Background: an optimization exercise with open tools, aiming at small area, a short achievable clock period and few clock cycles per item. Do not read the settings as production practice. Only simulation tests tie the RTL to the original design; equivalence was not proved. Power and IR drop assume default switching activity.

### design/flow/standard.sh
#!/bin/bash
# synth_recipe.tcl (not shown) runs the flow's synth.tcl, then flattens the netlist and writes it again
# the make line also repeats each setting of config.mk as NAME=value (left out here)
make -C /OpenROAD-flow-scripts/flow DESIGN_CONFIG=/design/flow/config.mk WORK_HOME=/design/flow/orfs CLKGATE_MAP_FILE= SYNTH_SCRIPT=/design/flow/synth_recipe.tcl "${@:-finish}"
### design/flow/design.v
package mer_pkg;
endpackage
module mer_add #(parameter int N = 32, parameter int L = (N > 32) ? 6 : (N > 16) ? 5 : (N > 8) ? 4 : 3)
(
    input  logic [N-1:0] a,
    input  logic [N-1:0] b,
    input  logic         cin,
    output logic [N-1:0] s
);
    logic [N-1:0] p, g0;
    logic [N-1:0] G [0:L];
    logic [N-1:0] P [0:L];
    assign p  = a ^ b;
    assign g0 = (a & b) | {{(N-1){1'b0}}, p[0] & cin};
    assign G[0] = g0;
    assign P[0] = p;
    for (genvar l = 0; l < L; l++) begin : lvl
        for (genvar i = 0; i < N; i++) begin : bt
            if (((i >> l) & 1) == 1) begin : comb
                localparam int J = ((i >> l) << l) - 1;
                assign G[l+1][i] = G[l][i] | (P[l][i] & G[l][J]);
                assign P[l+1][i] = P[l][i] & P[l][J];
            end else begin : pass
                assign G[l+1][i] = G[l][i];
                assign P[l+1][i] = P[l][i];
            end
        end
    end
    assign s = p ^ {G[L][N-2:0], cin};
endmodule
module mer_add3 #(parameter int N = 32)
(
    input  logic [N-1:0] a,
    input  logic [N-1:0] b,
    input  logic [N-1:0] c,
    input  logic         cin,
    output logic [N-1:0] s
);
    logic [N-1:0] x, y;
    assign x = a ^ b ^ c;
    assign y = (a & b) | (a & c) | (b & c);
    mer_add #(N) u_add (.a(x), .b({y[N-2:0], cin}), .cin(1'b0), .s(s));
endmodule
module midpoint_ellipse_rasterizer
(
    input  logic         aclk,
    input  logic         aresetn,
    input  logic         s_tvalid,
    output logic         s_tready,
    input  logic [47:0]  s_tdata,
    input  logic [0:0]   s_tuser,
    output logic         m_tvalid,
    input  logic         m_tready,
    output logic [111:0] m_tdata,
    output logic         m_tlast
);
    logic [31:0] d, T, W;
    logic [33:0] H;
    logic [19:0] U, V;
    logic [13:0] px, mx, py, my;
    logic        mv, lastr, rdy, act, r2, pend, ent, first, spend;
    logic        ryodd, rxodd, fix, fixp, zr;
    logic        sPS, sPR, sPM, sF1, sF2;    
    logic        pos1, pos2;                 
    logic        mfirst;                     
    logic [2:0]  dig;                        
    logic [1:0]  dg;                         
    wire [9:0] in_rx = s_tdata[33:24];
    wire [9:0] in_ry = s_tdata[43:34];
    wire idle     = ~(sPS | sPR | sPM | sF1 | sF2);
    wire mac      = sPS | sPR | sPM;
    wire fire     = s_tvalid & rdy;
    wire is_start = fire & ~s_tuser[0];
    wire is_step  = fire & s_tuser[0];
    wire out_free = ~mv | m_tready;
    wire trk      = idle & ~ent;                  
    wire go       = ((is_step & act) | pend) & out_free & trk;
    wire adv      = out_free | ~(pos1 | pos2);    
    wire lastdig  = (dig == 3'd0);
    wire d_m1 = &d;
    wire b1   = ~d[31];                                   
    wire b    = r2 ? (d[31] & ~(spend & d_m1)) : b1;
    wire aT   = ~r2 | b;
    wire aW   = r2 | b;
    wire pmfirst = sPM & mfirst;
    wire sel_t   = (trk & ~r2) | (pos1 & ~idle) | pmfirst;
    wire sel_w   = (trk & r2) | (~pos1 & pos2 & ~idle);
    wire sel_h   = (idle & ent) | sF1;
    wire [31:0] x0 = ({32{sel_t}} & T) | ({32{sel_w}} & W) | ({32{sel_h}} & H[31:0]);
    wire        c0 = sF2 ? fix : ((~pos1 & pos2 & ~idle) | spend);
    logic [31:0] cand0, cand1;
    mer_add  #(32) u_c0 (.a(d), .b(x0), .cin(c0), .s(cand0));
    mer_add3 #(32) u_c1 (.a(d), .b(T), .c(W), .cin(spend), .s(cand1));
    logic [31:0] tadd, wadd;
    mer_add #(32) u_t (.a(T), .b(ent ? ~{12'b0, U} : {11'b0, U, 1'b0}), .cin(ent), .s(tadd));
    mer_add #(32) u_w (.a(W), .b(ent ? {12'b0, V} : {11'b0, V, 1'b0}), .cin(1'b0), .s(wadd));
    logic hA, hA4, hBn, hBp, hBm, hCv, hCp, hCm;
    logic [1:0] hI;
    wire [33:0] u2 = {13'b0, U, 1'b0};
    wire [33:0] u1 = {14'b0, U};
    wire [33:0] v1 = {14'b0, V};
    wire [33:0] v2 = {13'b0, V, 1'b0};
    wire [33:0] ha = ({34{hA}} & H) | ({34{hA4}} & {H[31:0], 2'b00}) | {32'b0, hI};
    wire [33:0] hb = ({34{hBn}} & ~u1) | ({34{hBp}} & u2) | ({34{hBm}} & ~u2);
    wire [33:0] hc = ({34{hCv & b1}} & v1) | ({34{hCp}} & u1) | ({34{hCm}} & ~u1);
    logic [33:0] hs;
    mer_add3 #(34) u_h (.a(ha), .b(hb), .c(hc), .cin(hBn & ~fixp), .s(hs));
    logic [33:0] e1x, e1y, e2x, e2y, es;
    wire  [33:0] et = {{2{T[31]}}, T};
    wire  [33:0] ew = {{2{W[31]}}, W};
    wire  [33:0] eu = ~u1;
    wire  [33:0] ev = b1 ? 34'b0 : ~v2;
    assign e1x = et ^ ew ^ eu;
    assign e1y = (et & ew) | (et & eu) | (ew & eu);
    assign e2x = e1x ^ {e1y[32:0], 1'b1} ^ ev;
    assign e2y = (e1x & {e1y[32:0], 1'b1}) | (e1x & ev) | ({e1y[32:0], 1'b1} & ev);
    mer_add #(34) u_e (.a(e2x), .b({e2y[32:0], ~b1}), .cin(1'b0), .s(es));
    wire enter = ~es[33];
    function automatic logic [2:0] topdig(input logic [9:0] m);
        if (m[9:8] != 0)      topdig = 3'd4;
        else if (m[7:6] != 0) topdig = 3'd3;
        else if (m[5:4] != 0) topdig = 3'd2;
        else if (m[3:2] != 0) topdig = 3'd1;
        else                  topdig = 3'd0;
    endfunction
    function automatic logic [1:0] digit(input logic [9:0] m, input logic [2:0] k);
        case (k)
            3'd0:    digit = m[1:0];
            3'd1:    digit = m[3:2];
            3'd2:    digit = m[5:4];
            3'd3:    digit = m[7:6];
            default: digit = m[9:8];
        endcase
    endfunction
    wire [9:0] mult_cur = sPM ? V[9:0] : U[9:0];
    wire [9:0] mult_nxt = V[9:0];       
    wire [2:0] dig_nxt  = lastdig ? topdig(mult_nxt) : dig - 3'd1;
    wire [1:0] dg_nxt   = lastdig ? digit(mult_nxt, topdig(mult_nxt)) : digit(mult_cur, dig - 3'd1);
    logic sPS_n, sPR_n, sPM_n, sF1_n, sF2_n, ent_n, mfirst_n;
    logic [1:0] dg_n;
    always_comb begin
        sPS_n = sPS; sPR_n = sPR; sPM_n = sPM; sF1_n = sF1; sF2_n = sF2;
        ent_n = ent; mfirst_n = mfirst; dg_n = dg;
        if (is_start) begin
            sPS_n = 1'b1; sPR_n = 1'b0; sPM_n = 1'b0; sF1_n = 1'b0; sF2_n = 1'b0;
            ent_n = 1'b0; mfirst_n = 1'b1;
            dg_n  = digit(in_ry, topdig(in_ry));
        end else if (~idle) begin
            if (adv) begin
                if (mac) begin
                    mfirst_n = lastdig;
                    dg_n     = dg_nxt;
                    if (lastdig) begin
                        sPS_n = 1'b0;
                        sPR_n = sPS;
                        sPM_n = sPR;
                        sF1_n = sPM;
                    end
                end
                if (sF1) begin sF1_n = 1'b0; sF2_n = 1'b1; end
                if (sF2) begin sF2_n = 1'b0; ent_n = zr; end
            end
        end else if (ent) begin
            ent_n = 1'b0;
        end else if (go) begin
            ent_n = enter & ~r2;
        end
    end
    wire trk_n   = ~(sPS_n | sPR_n | sPM_n | sF1_n | sF2_n) & ~ent_n;
    wire macp_n  = sPS_n | sPR_n;
    wire [13:0] px_n = px + 14'd1;
    wire [13:0] mx_n = mx - 14'd1;
    wire [13:0] py_n = py - 14'd1;
    wire [13:0] my_n = my + 14'd1;
    wire        yz_n = aW ? (py_n == my_n) : (py == my);    
    always_ff @(posedge aclk) begin
        if (!aresetn) begin
            mv    <= 1'b0;
            rdy   <= 1'b1;
            act   <= 1'b0;
            ent   <= 1'b0;
            pend  <= 1'b0;
            spend <= 1'b0;
            first <= 1'b0;
            fixp  <= 1'b0;
            sPS   <= 1'b0;
            sPR   <= 1'b0;
            sPM   <= 1'b0;
            sF1   <= 1'b0;
            sF2   <= 1'b0;
            hA  <= 1'b1; hA4 <= 1'b0; hBn <= 1'b1; hCv <= 1'b1;
            hBp <= 1'b0; hCp <= 1'b0; hBm <= 1'b0; hCm <= 1'b0; hI <= 2'b00;
        end else begin
            sPS <= sPS_n; sPR <= sPR_n; sPM <= sPM_n; sF1 <= sF1_n; sF2 <= sF2_n;
            ent <= ent_n; mfirst <= mfirst_n; dg <= dg_n;
            hA  <= trk_n | sF2_n;
            hA4 <= ((macp_n | sPM_n) & ~mfirst_n) | sF1_n;
            hBn <= trk_n;
            hCv <= trk_n;
            hBp <= (macp_n & dg_n[1]) | sF1_n;
            hCp <= (macp_n & dg_n[0]) | sF1_n;
            hBm <= (sPM_n & dg_n[1]) | sF2_n;
            hCm <= (sPM_n & dg_n[0]) | sF2_n;
            hI  <= sPM_n ? {dg_n[1] & dg_n[0], dg_n[1] ^ dg_n[0]} : 2'b00;
            if (go)            mv <= 1'b1;
            else if (m_tready) mv <= 1'b0;
            if (is_start) begin
                act    <= 1'b0;
                pend   <= 1'b0;
                r2     <= 1'b0;
                spend  <= 1'b0;
                first  <= 1'b0;
                fixp   <= 1'b0;
                pos1   <= 1'b1;
                pos2   <= 1'b1;
                dig    <= topdig(in_ry);
                U      <= {10'b0, in_ry};
                V      <= {10'b0, in_rx};
                T      <= {22'b0, in_ry};
                W      <= ~{22'b0, in_ry};
                d      <= {4'b0, s_tdata[11:0], 4'b0, s_tdata[23:12]};
                rxodd  <= in_rx[0];
                ryodd  <= in_ry[0];
                zr     <= (in_rx == 10'd0) | (in_ry == 10'd0);
                rdy    <= 1'b0;
            end else if (~idle) begin
                if (pos1 & out_free) begin
                    px <= cand0[29:16]; mx <= cand0[29:16]; py <= cand0[13:0];
                    pos1 <= 1'b0;
                end else if (pos2 & out_free) begin
                    my <= cand0[13:0];
                    pos2 <= 1'b0;
                end
                if (adv) begin
                    if (mac) begin
                        H      <= hs;
                        dig    <= dig_nxt;
                        if (pmfirst) d <= cand0;                        
                        if (lastdig) begin
                            if (sPS) begin                              
                                T   <= hs[31:0];
                                U   <= V;
                                V   <= U;
                            end else if (sPR) begin                     
                                U   <= hs[19:0];
                                d   <= {14'b0, hs[19:2]};
                            end else begin                              
                                W   <= {hs[30:0], 1'b0};                
                            end
                        end
                    end
                    if (sF1) begin                                      
                        H   <= hs;
                        d   <= cand0;                                   
                        fix <= rxodd & cand0[31];
                        V   <= U;                                       
                        U   <= T[19:0];                                 
                    end
                    if (sF2) begin                                      
                        H    <= {{2{hs[33]}}, hs[33:2]};
                        d    <= cand0;                                  
                        T    <= tadd;                                   
                        W    <= wadd;                                   
                        fixp <= fix;
                        act  <= ~zr | (py != my);
                        rdy  <= ~zr;
                    end
                end
            end else if (ent) begin
                if (act) begin
                    d     <= cand0;
                    T     <= tadd;
                    W     <= wadd;
                    r2    <= 1'b1;
                    first <= 1'b1;
                end
                rdy <= ~pend;
            end else if (go) begin
                d <= b ? cand1 : cand0;
                if (aT) begin T <= tadd; px <= px_n; mx <= mx_n; end
                if (aW) begin W <= wadd; py <= py_n; my <= my_n; end
                if (~r2) H <= hs;
                lastr <= yz_n;
                act   <= ~yz_n;
                spend <= first & ryodd & d[31] & ~d_m1;
                first <= 1'b0;
                fixp  <= 1'b0;
                pend  <= 1'b0;
                rdy   <= ~(enter & ~r2);
            end else if (is_step & act) begin
                pend <= 1'b1;
                rdy  <= 1'b0;
            end
        end
    end
    assign s_tready = rdy;
    assign m_tvalid = mv;
    assign m_tlast  = lastr;
    assign m_tdata  = {my, mx, my, px, py, mx, py, px};
endmodule
### design/flow/flow/run.sh
#!/bin/bash
# The standard layout, with the repair steps aiming for more setup slack
# than the clock needs (the clock and constraints are unchanged).
set -euo pipefail
bash standard.sh SETUP_SLACK_MARGIN=6.5 finish > standard_flow.log 2>&1
### design/flow/constraint.sdc
create_clock -name core_clock -period 10.0 [get_ports {aclk}]
set_input_delay 2.0000 -clock core_clock [delete_from_list [all_inputs] [get_ports {aclk}]]
set_output_delay 2.0000 -clock core_clock [all_outputs]
set_load 0.01 [all_outputs]
### design/flow/config.mk
export PLATFORM = sky130hd
export DESIGN_NAME = midpoint_ellipse_rasterizer
export DESIGN_NICKNAME = midpoint_ellipse_rasterizer
export VERILOG_FILES = /design/flow/design.v
export SDC_FILE = /design/flow/constraint.sdc
export NUM_CORES = 4
export LEC_CHECK = 0
export ABC_CLOCK_PERIOD_IN_PS = 2500
export CAP_MARGIN = 20
export CORE_MARGIN = 2
export CORE_UTILIZATION = 45
export SLEW_MARGIN = 20
==> results of run 1 <==
## placed cells by master, fill, tap and decap left out, types with 36 or more instances in the layout
cell	count
buf_4	230
ha_1	173
inv_1	260
clkbuf_16	37
dlygate4sd2_1	82
nor2b_1	36
a21oi_2	50
mux2i_1	54
a21o_1	47
o21ai_0	83
fa_1	130
a21oi_1	168
nand3_1	39
and2_1	42
clkdlybuf4s50_1	41
a221oi_1	37
xnor2_1	88
nor2_1	186
nand2_1	166
xor2_1	66
edfxtp_1	240
o21ai_1	55
buf_6	54
## layer usage
layer | GRT usage (%) | part of all wire, %
met5 | 0 | 0
met4 | 13.49 | 5.0
met3 | 7.052 | 11
met2 | 51.31 | 44
met1 | 46.25 | 40
## area by class of cell
class,count,area (um^2),area share [%]
clock buffer,46,969.7,2.775
clock inverter,18,219.0,0.6265
inverter,269,1056,3.022
multi-input combinational,2129,18980,54.30
sequential,262,7679,21.97
tap,765,957.2,2.739
timing repair buffer,497,5051,14.45
timing repair inverter,4,40.04,0.1146
## flip-flops by register name, summed over array words and instances, names as in the netlist, 3 cells and up
name  flops
H        34
T        32
W        32
d        32
U        20
V        20
mx       14
my       14
px       14
py       14
dig       3
## worst paths after layout
kind,start,endpoint,slack [ps],depth (start not counted)
setup / recovery,sF1,d[25],5240,21
hold / removal,first,first,490,2
setup reg to reg,sF1,d[25],5240,21
hold reg to reg,first,first,490,2
## worst max-delay path, stage by stage (launching register included)
cell and delay (ps):
dfxtp_4 350, buf_12 150, nor2_2 90, buf_6 130, nand2_8 60, buf_6 130, nor2_4 120, a21o_4 190
buf_12 120, a222oi_1 100, fa_2 430, fa_2 380, nand2b_4 170, a21o_4 230, a211oi_4 330, a211oi_4 100
buf_6 150, o31ai_4 330, a21oi_2 130, xnor2_2 190, mux2_4 290, a221o_1 280
## report_power, final
group | switching [uW] | internal [uW] | leakage [uW]
sequential | 116 | 1370 | 0.00238
clock | 548 | 815 | 0.000588
combinational | 1950 | 1640 | 0.0118
total | 2620 | 3820 | 0.0148
## cell families after synthesis
kind of cell,after synthesis,synth area share [%]
AND/OR/NAND/NOR,737,13.56
AO/OA/AOI/OAI,771,19.89
adder cells (fa/ha/maj),339,20.30
buffers and inverters,450,7.330
flip-flops,262,29.21
multiplexers,74,2.924
XOR/XNOR,203,6.790
## through the flow
step / setup WS (ps) / util [%] / std cells / cell area [um^2] / hold slack, ps
finish: 5241 / 60.69 / 3990 / 34950 / 493.8
global route: 5135 / 60.69 / 3990 / 34950 / 497.8
global placement: 4092 / 49.67 / 3612 / 28600 / 456.9
floorplan: 5539 / - / 2836 / 26750 / 432.3
detailed placement: 4082 / 49.67 / 3612 / 28600 / 454.8
CTS: 5274 / 57.64 / 3914 / 33190 / 469.9
## repair_timing
| item | CTS | global route |
|---|---|---|
| resized for setup | 343 | 274 |
| gates cloned | 20 | 1 |
| pin swaps | 77 | 156 |
| setup buffers | 218 | 75 |
| hold buffers | 0 | 0 |
| endpoints found under the setup margin | 592 | 386 |
==> impl_metrics.prom, run 1 <==
# TYPE chip_impl_metric gauge
chip_impl_metric{name="slew_headroom",unit="%"} 18.01
chip_impl_metric{name="ys_types",unit=""} 92
chip_impl_metric{name="cts.sinks",unit=""} 262
chip_impl_metric{name="cts_inserted_buffers",unit=""} 36
chip_impl_metric{name="initial_standard_cell_utilization_of_the_core",unit="%"} 45.47
chip_impl_metric{name="clk_pin_slew",unit="ps"} 60
chip_impl_metric{name="final-setup-viol-count",unit=""} 0
chip_impl_info{name="netlist_top_cells_area",value="edfxtp_1 (28%), fa_1 (11%), ha_1 (9.4%), a21oi_1 (4.4%), inv_1 (3.8%)"} 1
chip_impl_metric{name="placementRows",unit=""} 88
chip_impl_metric{name="fmax",unit="GHz"} 0.2101
chip_impl_metric{name="power_density",unit="mW/mm^2"} 184.3
chip_impl_info{name="run_status",value="no timing/DRC/antenna violations"} 1
chip_impl_metric{name="die_x",unit="um"} 245.2
chip_impl_metric{name="postSynth.asyncResetShare",unit="%"} 0
chip_impl_metric{name="finish.net_count",unit=""} 3591
chip_impl_metric{name="final_layout_size_suffix_gt1_share",unit="%"} 24.74
chip_impl_metric{name="area.growth.synth_to_final",unit="%"} 33.47
chip_impl_metric{name="design.portCount",unit=""} 168
chip_impl_metric{name="place.detailed.hpwl",unit="um"} 67480
chip_impl_metric{name="num_vias",unit=""} 24720
chip_impl_info{name="end_kind",value="flip-flop"} 1
chip_impl_metric{name="wire_length_of_the_first_global_routing_pass",unit="um"} 150900
chip_impl_metric{name="worst-slew-pin-transition",unit="ps"} 1223
chip_impl_metric{name="clock_insertion_delay_worst_skew",unit="ps"} 580
chip_impl_metric{name="num_antenna_cells",unit=""} 0
chip_impl_metric{name="leakagePower",unit="uW"} 0.01479
chip_impl_metric{name="post-route-period-util",unit="%"} 47.59
chip_impl_metric{name="synth_warnings",unit=""} 7
chip_impl_metric{name="global_route.overflow_total",unit=""} 0
chip_impl_info{name="synth_flop_cell",value="edfxtp_1"} 1
chip_impl_metric{name="drtPass1Iterations",unit=""} 9
chip_impl_metric{name="worstPathRequired",unit="ps"} 10310
chip_impl_metric{name="post_synth_edffs",unit=""} 240
chip_impl_info{name="min_path_type",value="flip-flop to flip-flop"} 1
chip_impl_metric{name="grt_pass1_vias",unit=""} 23760
chip_impl_metric{name="maxSlewViolCount",unit=""} 0
chip_impl_metric{name="clock_tree.htree_level_count",unit=""} 2
chip_impl_metric{name="drv_cap",unit=""} 0
chip_impl_info{name="ctsRootBufferMaster",value="clkbuf_16"} 1
chip_impl_metric{name="antenna_violations_before_repair",unit=""} 3
chip_impl_metric{name="post-synth-top-area-fraction",unit="%"} 27.52
chip_impl_metric{name="fin_crit",unit="ps"} 4759
chip_impl_info{name="synth_top_cells_by_count",value="inv_1 (268), edfxtp_1 (240), a21oi_1 (229), nor2_1 (224), ha_1 (196)"} 1
chip_impl_metric{name="cp_data_arrival_time",unit="ps"} 5070
chip_impl_metric{name="drc",unit=""} 0
chip_impl_metric{name="skew",unit="ps"} 31.03
chip_impl_metric{name="fin_total_pwr",unit="uW"} 6440
chip_impl_metric{name="syn-mean-instance-area",unit="um^2"} 9.233
chip_impl_info{name="post-synth-top-area-cell",value="edfxtp_1"} 1
chip_impl_metric{name="gp_congestion",unit=""} 0.9559
chip_impl_metric{name="wire_per_inst",unit="um"} 26.06
chip_impl_metric{name="postSynthCellCount",unit=""} 2836
chip_impl_info{name="rsz0062_at_grt",value="true"} 1
chip_impl_metric{name="syn-num-nets",unit=""} 3228
chip_impl_metric{name="first_iter_violations",unit=""} 3071
chip_impl_metric{name="synth.cell_area",unit="mm^2"} 0.02618
chip_impl_metric{name="die_height",unit="um"} 245.2
chip_impl_metric{name="ir_worst_vdd",unit="mV"} 0.1080
chip_impl_metric{name="yosysSeqAreaShare",unit="%"} 29.21
chip_impl_metric{name="numPortBuffers",unit=""} 163
chip_impl_info{name="cts_tree",value="built"} 1
chip_impl_info{name="critPathLaunchType",value="flip-flop"} 1
chip_impl_info{name="timing_worst_setup_path_type",value="flip-flop to flip-flop"} 1
chip_impl_metric{name="postRouteAntennaNets",unit=""} 0
chip_impl_metric{name="yosys_register_bits",unit=""} 262
chip_impl_metric{name="layout.filler_cells",unit=""} 4754
chip_impl_metric{name="tns",unit="ps"} 0
chip_impl_metric{name="design.core.area",unit="mm^2"} 0.05759
chip_impl_metric{name="grt_max_degree",unit=""} 68
chip_impl_metric{name="overall_routed_net_length",unit="um"} 104000
chip_impl_metric{name="global_route.usage.total",unit="%"} 33.54
chip_impl_metric{name="timing.critical_path.fanout_max",unit=""} 10
chip_impl_metric{name="routed_via_density",unit=""} 6.194
chip_impl_info{name="yosys.cell_count.top_type",value="inv_1"} 1
chip_impl_metric{name="die_area",unit="mm^2"} 0.06013
chip_impl_metric{name="clock_path_buffers",unit=""} 3
chip_impl_metric{name="timing.final.hold_violations",unit=""} 0
Testbench counts, summed over its fixed seeds: cycles 19,090, items 16,698.
==> run 2: changes to the inputs <==
==> design/flow/run.sh (new file) <==
#!/bin/bash
# synth_recipe.tcl (not shown) runs the flow's synth.tcl, then flattens the netlist and writes it again
# the make line also repeats each setting of config.mk as NAME=value (left out here)
make -C /OpenROAD-flow-scripts/flow DESIGN_CONFIG=/design/flow/config.mk WORK_HOME=/design/flow/orfs CLKGATE_MAP_FILE= SYNTH_SCRIPT=/design/flow/synth_recipe.tcl finish
--- a/design/flow/config.mk
+++ b/design/flow/config.mk
@@ -9,4 +9,5 @@
 export CAP_MARGIN = 20
 export CORE_MARGIN = 2
-export CORE_UTILIZATION = 45
+export CORE_UTILIZATION = 55
+export SETUP_SLACK_MARGIN = 5
 export SLEW_MARGIN = 20
removed: design/flow/flow/run.sh
removed: design/flow/standard.sh
==> run 2 against run 1 <==
Net effect: largest cell class unchanged; still clean; sequential power is essentially flat; fmax is 3.3% lower; synthesized area unchanged; utilization increased by 4.4 points; non-clock buffer count decreased by 236.
==> impl_metrics.prom, run 2 <==
# TYPE chip_impl_metric gauge
chip_impl_metric{name="fin_util",unit="%"} 65.13
chip_impl_metric{name="cts_inserted_buffers",unit=""} 35
chip_impl_metric{name="worstPathRequired",unit="ps"} 10280
chip_impl_metric{name="bufs_and_invs_on_worst_path",unit=""} 6
chip_impl_metric{name="drtPass1Iterations",unit=""} 9
chip_impl_metric{name="fin_crit",unit="ps"} 4919
chip_impl_metric{name="global_route.usage.total",unit="%"} 36.37
chip_impl_info{name="synth_top_cells_by_count",value="inv_1 (268), edfxtp_1 (240), a21oi_1 (229), nor2_1 (224), ha_1 (196)"} 1
chip_impl_info{name="timing.critical_path.mode_cell",value="a21oi_1"} 1
chip_impl_metric{name="whs",unit="ps"} 500.4
chip_impl_metric{name="antenna_violations_before_repair",unit=""} 2
chip_impl_metric{name="placementRows",unit=""} 79
chip_impl_metric{name="final.setup.worst_slack",unit="ps"} 5081
chip_impl_metric{name="drv_cap",unit=""} 0
chip_impl_metric{name="design.portCount",unit=""} 168
chip_impl_metric{name="grt_pass1_vias",unit=""} 21950
chip_impl_info{name="yosys.cell_count.top_type",value="inv_1"} 1
chip_impl_metric{name="cts_hold_buffers",unit=""} 0
chip_impl_metric{name="grt_max_degree",unit=""} 67
chip_impl_metric{name="overall_routed_net_length",unit="um"} 91940
chip_impl_metric{name="design.core.area",unit="mm^2"} 0.04675
chip_impl_metric{name="leakagePower",unit="uW"} 0.01258
chip_impl_metric{name="gp_congestion",unit=""} 0.9794
chip_impl_metric{name="synth_warnings",unit=""} 7
chip_impl_metric{name="slew_headroom",unit="%"} 24.08
chip_impl_metric{name="yosys_register_bits",unit=""} 262
chip_impl_metric{name="clk_pin_slew",unit="ps"} 60
chip_impl_metric{name="cts.sinks",unit=""} 262
chip_impl_metric{name="clock_path_buffers",unit=""} 3
chip_impl_info{name="netlist_top_cells_area",value="edfxtp_1 (28%), fa_1 (11%), ha_1 (9.4%), a21oi_1 (4.4%), inv_1 (3.8%)"} 1
chip_impl_metric{name="wire_length_of_the_first_global_routing_pass",unit="um"} 136400
chip_impl_metric{name="ir_worst_vdd",unit="mV"} 0.1521
chip_impl_metric{name="numPortBuffers",unit=""} 163
chip_impl_metric{name="clock_insertion_delay_worst_skew",unit="ps"} 570
chip_impl_metric{name="largest_register_ff_count",unit=""} 34
chip_impl_info{name="synth_flop_cell",value="edfxtp_1"} 1
chip_impl_metric{name="drc",unit=""} 0
chip_impl_info{name="rsz0062_at_grt",value="true"} 1
chip_impl_info{name="crit_slowest_cell",value="fa_2"} 1
chip_impl_metric{name="first_iter_violations",unit=""} 2845
chip_impl_metric{name="tns",unit="ps"} 0
chip_impl_metric{name="final-setup-viol-count",unit=""} 0
chip_impl_metric{name="fmax",unit="GHz"} 0.2033
chip_impl_metric{name="skew",unit="ps"} 24.19
chip_impl_metric{name="clock_tree.htree_level_count",unit=""} 2
chip_impl_info{name="registers.top_by_ff_count",value="H"} 1
chip_impl_metric{name="yosysSeqAreaShare",unit="%"} 29.21
chip_impl_metric{name="num_antenna_cells",unit=""} 0
chip_impl_info{name="critPathTopFamily",value="adder cells"} 1
chip_impl_metric{name="postSynth.asyncResetShare",unit="%"} 0
chip_impl_info{name="cp_cell_sequence",value="buf_12 > nor2b_4 > buf_12 > a221oi_4 > fa_1 > inv_1 > ha_2 > inv_2 > fa_2 > nand2b_4 > a21oi_4 > o41a_1 > a31oi_4 > buf_4 > o21ai_2 > inv_1 > fa_2 > a21oi_1 > o21ai_1 > nand2_1 > a21oi_1 > a21oi_1"} 1
chip_impl_metric{name="cp_data_arrival_time",unit="ps"} 5200
chip_impl_metric{name="post_synth_edffs",unit=""} 240
chip_impl_metric{name="postRouteAntennaNets",unit=""} 0
chip_impl_metric{name="area.growth.synth_to_final",unit="%"} 16.29
chip_impl_info{name="run_status",value="no timing/DRC/antenna violations"} 1
chip_impl_metric{name="finish.net_count",unit=""} 3349
chip_impl_info{name="post-synth-top-area-cell",value="edfxtp_1"} 1
chip_impl_metric{name="postSynthCellCount",unit=""} 2836
chip_impl_metric{name="max_stage_delay",unit="ps"} 690
chip_impl_metric{name="worst-slew-pin-transition",unit="ps"} 1128
chip_impl_metric{name="maxSlewViolCount",unit=""} 0
chip_impl_metric{name="placedInstanceArea",unit="mm^2"} 0.02809
chip_impl_metric{name="routed_via_density",unit=""} 6.514
chip_impl_metric{name="final_layout_size_suffix_gt1_share",unit="%"} 9.789
chip_impl_metric{name="die_area",unit="mm^2"} 0.04937
chip_impl_info{name="ctsRootBufferMaster",value="clkbuf_16"} 1
chip_impl_metric{name="initial_standard_cell_utilization_of_the_core",unit="%"} 56.00
chip_impl_metric{name="syn-num-nets",unit=""} 3228
chip_impl_info{name="layout.cells.most_common_list",value="inv_1 (266), edfxtp_1 (240), a21oi_1 (221), nor2_1 (216), ha_1 (192)"} 1
chip_impl_metric{name="ys_types",unit=""} 92
chip_impl_info{name="cts_tree",value="built"} 1
chip_impl_metric{name="post-synth-top-area-fraction",unit="%"} 27.52
chip_impl_metric{name="wire_per_inst",unit="um"} 25.61
chip_impl_info{name="layout.cells.most_common",value="inv_1"} 1
chip_impl_metric{name="global_route.overflow_total",unit=""} 0
chip_impl_metric{name="timing.final.hold_violations",unit=""} 0
chip_impl_metric{name="post-route-period-util",unit="%"} 49.19
chip_impl_metric{name="num_vias",unit=""} 23390
chip_impl_info{name="min_path_type",value="flip-flop to flip-flop"} 1
chip_impl_metric{name="r2r_setup_slack",unit="ps"} 5080
chip_impl_info{name="timing_worst_setup_path_type",value="flip-flop to flip-flop"} 1
chip_impl_metric{name="die_height",unit="um"} 222.2
chip_impl_metric{name="post-place-ws",unit="ps"} 3251
chip_impl_metric{name="stdcell_area",unit="mm^2"} 0.03045
chip_impl_info{name="critPathLaunchType",value="flip-flop"} 1
chip_impl_metric{name="synth.cell_area",unit="mm^2"} 0.02618
chip_impl_metric{name="syn-mean-instance-area",unit="um^2"} 9.233
chip_impl_metric{name="die_x",unit="um"} 222.2
chip_impl_metric{name="timing.critical_path.fanout_max",unit=""} 9
chip_impl_metric{name="place.detailed.hpwl",unit="um"} 66020
chip_impl_info{name="end_kind",value="flip-flop"} 1
chip_impl_metric{name="power_density",unit="mW/mm^2"} 176.6
## run 2: metal layers
| metal | vias up | track usage, % | wire length [um] |
|---|---|---|---|
| met1 | 11350 | 51.84 | 38390 |
| met4 | 4 | 11.94 | 3613 |
| met3 | 201 | 10.16 | 11510 |
| met2 | 1412 | 53.29 | 38400 |
| met5 | - | 0 | 29 |
| li1 | 10420 | - | - |
## run 2: repair_timing
item / 4_1_cts / 5_1_grt
setup endpoints to repair: 205 / 99
cloned: 9 / 2
setup buffers: 18 / 34
resized for setup: 60 / 73
pin swaps: 15 / 38
## run 2: final cells by class
type / instances / area (um^2)
multi-input combinational: 2128 / 17210
fill: 3967 / 16300
sequential: 262 / 7666
timing repair buffer: 261 / 2669
inverter: 269 / 1026
clock buffer: 49 / 992.2
tap: 607 / 759.5
clock inverter: 14 / 131.4
## run 2: worst paths after layout
kind | start | endpoint | depth (start not counted)
max | hBn | d[14] | 22
min reg2reg | first | first | 2
max reg2reg | hBn | d[14] | 22
min | first | first | 2
## run 2: tightest hold or removal path, stage by stage, from the launching register on
cell	delay (ps)
dfxtp_1	340
nand2_1	60
a21oi_1	50
## run 2: kinds of logic (layout without fill, tap and decap cells)
| logic type | after synthesis | count (layout) | synth area share, % |
|---|---|---|---|
| AND/OR/NAND/NOR | 737 | 739 | 13.56 |
| flip-flops | 262 | 262 | 29.21 |
| XOR/XNOR | 203 | 203 | 6.790 |
| AO/OA/AOI/OAI | 771 | 773 | 19.89 |
| buffers and inverters | 450 | 593 | 7.330 |
| adder cells (fa/ha/maj) | 339 | 339 | 20.30 |
| multiplexers | 74 | 74 | 2.924 |
## run 2: metrics by stage
stage	instances	total power (uW)
after floorplan	2836	3146
after global placement	3464	3799
after detailed placement	3464	3860
after CTS	3554	5221
after global routing	3590	5675
final	3590	5376
## run 2: where the power goes
part | internal (uW) | switching (uW) | total [uW] | leakage, uW
sequential | 1370 | 128 | 1500 | 0.00238
clock | 747 | 531 | 1280 | 0.000547
combinational | 1040 | 1560 | 2600 | 0.00965

[what the ideal ports hide]
How much do the figures lean on ideal ports? The routed layouts below were timed once more, with nothing changed but the port constraints. Step 1 assumes that a clkbuf_16 drives the clock port and a buf_2 every other input. Step 2 moves the port delays by t, midway between the first and last clock arrival at a register: inputs arrive t later, outputs are due t later. That takes back most of the time a late clock gives input paths. Slacks: ideal / step 1 / step 2; pairs: ideal / step 1.
run | t, ns | setup slack, ns | worst hold slack (ns) | latest minus earliest clock arrival (ns) | pins driven straight from the clock port
run 1 | 0.631 | 5.241 / 5.241 / 5.241 | 0.494 / 0.494 / 0.494 | 0.031 / 0.031 | 1
run 2 | 0.625 | 5.081 / 5.081 / 4.771 | 0.500 / 0.500 / 0.500 | 0.024 / 0.024 | 1
After both steps every run listed still meets setup and hold. For run 2, which loses most, drivers alone change the setup slack by 0.000 ns; drivers and shift together by -0.310 ns.
